This design comes from an exercise in tuning for small area, a short achievable clock period and few clock cycles per item on the open sky130 flow, not from production work.
Function was checked by simulation only, so behaviour that the tests miss may differ from the original.

Setup of old:
## pot_pickup_cv_mixer
module pot_pickup_cv_mixer (
	input  logic                           clk,
	input  logic                           arst_n,
	input  logic                           in_valid,
	output logic                           in_ready,
	input  logic [ppcm_pkg::KIND_W-1:0]    in_kind,
	input  logic [ppcm_pkg::PRESET_W-1:0]  in_preset,
	input  logic [ppcm_pkg::KNOB_W-1:0]    in_knob,
	input  logic [ppcm_pkg::FS_BITS-1:0]   in_knob_reading,
	input  logic [ppcm_pkg::FS_BITS-1:0]   in_cv_reading,
	input  logic [ppcm_pkg::VAL_W-1:0]     in_range_low,
	input  logic [ppcm_pkg::VAL_W-1:0]     in_range_high,
	input  logic [ppcm_pkg::VAL_W-1:0]     in_load_value,
	output logic                           out_valid,
	input  logic                           out_ready,
	output logic [ppcm_pkg::FS_BITS-1:0]   out_drive_level,
	output logic [ppcm_pkg::VAL_W-1:0]     out_param_value,
	output logic                           out_picked_up,
	input  logic                           cfg_we,
	input  logic [ppcm_pkg::CFG_IDX_W-1:0] cfg_index,
	input  logic [ppcm_pkg::CFG_W-1:0]     cfg_data
);
clock: 12.0 ns
lec_check: 0
abc_area: 1
cap_margin: 20
core_margin: 2
core_utilization: 40
slew_margin: 20
run.sh (not shown) runs the stock make flow with config.mk's settings and CLKGATE_MAP_FILE= SYNTH_SCRIPT=/design/flow/synth_recipe.tcl, a recipe that flattens the netlist after the stock synthesis.
Testbench counts of old, summed over its fixed seeds: cycles 14,424, items 13,686.
Input-level comparison between new and old:
-- flow/design.v --
<<< old, line 422
	end
	logic            a_neg;
	logic [VW-1:0]   a_span, a_span2, a_span3;
	logic [25:0]     a_pl, a_ph;
	always_comb begin
		a_neg  = a_hi < a_lo;
		a_span = a_neg ? a_lo - a_hi : a_hi - a_lo;
		a_span2 = a_neg ? VW'(~(a_hi - a_lo)) + 8'd1 : a_hi - a_lo;
		a_span3 = a_neg ? a_lo - a_hi : VW'(~(a_lo - a_hi)) + 8'd1;
		a_pl   = 26'(a_cvr[5:0]) * 26'(cvk_q);
		a_ph   = 26'(a_cvr[11:6]) * 26'(cvk_q);
>>> new, line 422
	end
	logic            a_neg;
	logic [VW-1:0]   a_span;
	logic [25:0]     a_pl, a_ph;
	always_comb begin
		a_neg  = a_hi < a_lo;
		a_span = a_neg ? a_lo - a_hi : a_hi - a_lo;
		a_pl   = 26'(a_cvr[5:0]) * 26'(cvk_q);
		a_ph   = 26'(a_cvr[11:6]) * 26'(cvk_q);
<<< old, line 445
	end
	logic [FW-1:0]   b_rd;
	logic [VW-1:0]   b_lo, b_hi, b_span, b_span2, b_span3;
	logic [19:0]     b_pl;
	logic [25:0]     b_ph;
>>> new, line 443
	end
	logic [FW-1:0]   b_rd;
	logic [VW-1:0]   b_lo, b_hi, b_span;
	logic [19:0]     b_pl;
	logic [25:0]     b_ph;
<<< old, line 465
			b_hi     <= a_hi;
			b_span   <= a_span;
			b_span2  <= a_span2;
			b_span3  <= a_span3;
			b_pl     <= a_pl[25:6];
			b_ph     <= a_ph;
>>> new, line 463
			b_hi     <= a_hi;
			b_span   <= a_span;
			b_pl     <= a_pl[25:6];
			b_ph     <= a_ph;
<<< old, line 488
	end
	logic [FW-1:0]   c_rd, c_c;
	logic [VW-1:0]   c_lo, c_hi, c_span, c_span2;
	logic [19:0]     c_mp, c_mh;
	always_ff @(posedge clk or negedge arst_n) begin
>>> new, line 484
	end
	logic [FW-1:0]   c_rd, c_c;
	logic [VW-1:0]   c_lo, c_hi, c_span;
	logic [19:0]     c_mp, c_mh;
	always_ff @(posedge clk or negedge arst_n) begin
<<< old, line 508
			c_hi     <= b_hi;
			c_span   <= b_span;
			c_span2  <= b_span2;
			c_mp     <= 20'(b_rd) * 20'(b_span3);
			c_mh     <= 20'(cvh_q) * 20'(b_span2);
		end
	end
>>> new, line 504
			c_hi     <= b_hi;
			c_span   <= b_span;
			c_mp     <= 20'(b_rd) * 20'(b_span);
			c_mh     <= 20'(cvh_q) * 20'(b_span);
		end
	end
<<< old, line 552
	end
	logic [FW-1:0]   d_lvl;
	logic [VW-1:0]   d_lo, d_hi, d_span, d_p8v;
	logic            d_pz, d_hz;
	logic signed [VW+2:0] d_base;
	logic [19:0]     d_mc;
	always_ff @(posedge clk or negedge arst_n) begin
>>> new, line 547
	end
	logic [FW-1:0]   d_lvl;
	logic [VW-1:0]   d_lo, d_hi, d_span, d_p8v, d_qp, d_qh;
	logic [19:0]     d_mc;
	always_ff @(posedge clk or negedge arst_n) begin
<<< old, line 576
			d_span   <= c_span;
			d_p8v    <= c_load ? c_rd[VW-1:0] : c_p8;
			d_pz     <= c_qp == '0;
			d_hz     <= c_qh == '0;
			if (m_uni_q) begin
				d_base <= $signed({3'b000, c_qp}) + $signed({3'b000, c_lo});
			end else if (m_bi_q) begin
				d_base <= $signed({3'b000, c_qp}) - $signed({3'b000, c_qh});
			end else begin
				d_base <= $signed({3'b000, c_qp});
			end
			d_mc     <= 20'(c_c) * 20'(c_span2);
		end
	end
	logic [VW-1:0]   d_qc;
	logic            d_cz, d_vlo;
	logic signed [VW+2:0] d_t;
	always_comb begin
		d_qc = ppcm_pkg::div_fs(d_mc);
		d_cz = d_qc == '0;
		if (m_uni_q) begin
			d_t   = d_base + $signed({3'b000, d_qc});
			d_vlo = d_pz && d_cz && d_lt2;
		end else if (m_bi_q) begin
			d_t   = d_base + $signed({3'b000, d_qc});
			if (d_cz == d_hz) begin
				d_vlo = d_pz;
>>> new, line 569
			d_span   <= c_span;
			d_p8v    <= c_load ? c_rd[VW-1:0] : c_p8;
			d_qp     <= c_qp;
			d_qh     <= c_qh;
			d_mc     <= 20'(c_c) * 20'(c_span);
		end
	end
	logic [VW-1:0]   d_qc;
	logic            d_pz, d_cz, d_hz, d_vlo;
	logic signed [VW+2:0] d_t;
	always_comb begin
		d_qc = ppcm_pkg::div_fs(d_mc);
		d_pz = d_qp == '0;
		d_cz = d_qc == '0;
		d_hz = d_qh == '0;
		if (m_uni_q) begin
			d_t   = $signed({3'b000, d_qp}) + $signed({3'b000, d_qc}) + $signed({3'b000, d_lo});
			d_vlo = d_pz && d_cz && d_lt2;
		end else if (m_bi_q) begin
			d_t   = $signed({3'b000, d_qp}) + $signed({3'b000, d_qc}) - $signed({3'b000, d_qh});
			if (d_cz == d_hz) begin
				d_vlo = d_pz;
<<< old, line 607
			end
		end else begin
			d_t   = d_base;
			d_vlo = !d_pz;
		end
>>> new, line 595
			end
		end else begin
			d_t   = $signed({3'b000, d_qp});
			d_vlo = !d_pz;
		end
Findings:
- Summary — logic depth of the worst register-to-register path, new relative to old: higher, by 1.
- Looking only at slew at the pin with the worst max-slew slack, and setting everything else aside, the higher value of new and old goes to new.
- Looking only at count of clock-buffer cells in the layout, and setting everything else aside, the lower value of new and old goes to new.
- Diff old -> new: max-slew headroom at the worst pin now smaller; non-clock buffer count shows a reduction of 29; final critical-path share of the clock period picked up an extra 1.9 points; via count went down by about 2%.
Testbench counts of new, summed over its fixed seeds: cycles 14,424, items 13,686.

Another version of the RTL of pot_pickup_cv_mixer (not shown whole).
For scale: roughly 8800 cells after synthesis, about 88000 µm² of cells after synthesis.
Settings: LEC_CHECK=0, ABC_AREA=1, CAP_MARGIN=20, CORE_MARGIN=2, CORE_UTILIZATION=40, SLEW_MARGIN=20; clock period 12.0 ns.
Testbench counts at the start, summed over its fixed seeds: cycles 14,424, items 13,686.
Rerun with:
--- a/flow/design.v
+++ b/flow/design.v
@@ -546,15 +546,13 @@
 		d_sample = d_kind == ppcm_pkg::KIND_SAMPLE;
 		d_clear  = d_kind == ppcm_pkg::KIND_CLEAR;
 		d_k3     = d_knob == 2'd3;
 		d_cvsel  = (d_knob == cv_target_q) && cvon_q;
 	end
 	logic [FW-1:0]   d_lvl;
-	logic [VW-1:0]   d_lo, d_hi, d_span, d_p8v;
-	logic            d_pz, d_hz;
-	logic signed [VW+2:0] d_base;
+	logic [VW-1:0]   d_lo, d_hi, d_span, d_p8v, d_qp, d_qh;
 	logic [19:0]     d_mc;
 	always_ff @(posedge clk or negedge arst_n) begin
 		if (!arst_n) begin
 			d_v <= 1'b0;
 		end else if (en[4]) begin
 			d_v <= c_v;
@@ -570,44 +568,39 @@
 			d_knob   <= c_knob;
 			d_lvl    <= c_lvl;
 			d_lo     <= c_lo;
 			d_hi     <= c_hi;
 			d_span   <= c_span;
 			d_p8v    <= c_load ? c_rd[VW-1:0] : c_p8;
-			d_pz     <= c_qp == '0;
-			d_hz     <= c_qh == '0;
-			if (m_uni_q) begin
-				d_base <= $signed({3'b000, c_qp}) + $signed({3'b000, c_lo});
-			end else if (m_bi_q) begin
-				d_base <= $signed({3'b000, c_qp}) - $signed({3'b000, c_qh});
-			end else begin
-				d_base <= $signed({3'b000, c_qp});
-			end
+			d_qp     <= c_qp;
+			d_qh     <= c_qh;
 			d_mc     <= 20'(c_c) * 20'(c_span2);
 		end
 	end
 	logic [VW-1:0]   d_qc;
-	logic            d_cz, d_vlo;
+	logic            d_pz, d_cz, d_hz, d_vlo;
 	logic signed [VW+2:0] d_t;
 	always_comb begin
 		d_qc = ppcm_pkg::div_fs(d_mc);
+		d_pz = d_qp == '0;
 		d_cz = d_qc == '0;
+		d_hz = d_qh == '0;
 		if (m_uni_q) begin
-			d_t   = d_base + $signed({3'b000, d_qc});
+			d_t   = $signed({3'b000, d_qp}) + $signed({3'b000, d_qc}) + $signed({3'b000, d_lo});
 			d_vlo = d_pz && d_cz && d_lt2;
 		end else if (m_bi_q) begin
-			d_t   = d_base + $signed({3'b000, d_qc});
+			d_t   = $signed({3'b000, d_qp}) + $signed({3'b000, d_qc}) - $signed({3'b000, d_qh});
 			if (d_cz == d_hz) begin
 				d_vlo = d_pz;
 			end else if (!d_cz) begin
 				d_vlo = d_pz && d_lt2;
 			end else begin
 				d_vlo = d_pz || d_hnz;
 			end
 		end else begin
-			d_t   = d_base;
+			d_t   = $signed({3'b000, d_qp});
 			d_vlo = !d_pz;
 		end
 	end
 	logic            e_v;
 	logic [1:0]      e_kind;
 	logic            e_load, e_sample, e_clear, e_k3, e_cvsel, e_neg;
Worst setup slack degrades by 0.18 ns.
Design area increases by 0.35%.
Critical path depth increases by 1.
Count of clock-buffer cells in the layout increases by 19.
Testbench counts after the change, summed over its fixed seeds: cycles 14,424, items 13,686.

-- afterwards: timing with drivers on the ports --
The flow's constraints put no driver on any port. The routed layouts listed below were extracted and timed again, unchanged, in two steps. Step 1 assumes that a clkbuf_16 drives the clock port and a buf_2 every other input. Step 2 moves the port delays by t, midway between the first and last clock arrival at a register: inputs arrive t later, outputs are due t later. That takes back most of the time a late clock gives input paths. Slacks: no drivers / after step 1 / after step 2; pairs: no drivers / after step 1.
run | shift t [ns] | setup slack, ns | worst data-port slew with drivers (ns)
old | 0.904 | 7.110 / 7.110 / 7.110 | 0.10
new | 0.896 | 6.887 / 6.887 / 6.887 | 0.05
the first run of note 2 | 0.905 | 7.125 / 7.125 / 7.125 | 0.06
the second run of note 2 | 0.878 | 6.949 / 6.949 / 6.949 | 0.11
After both steps every run listed still meets setup and hold.
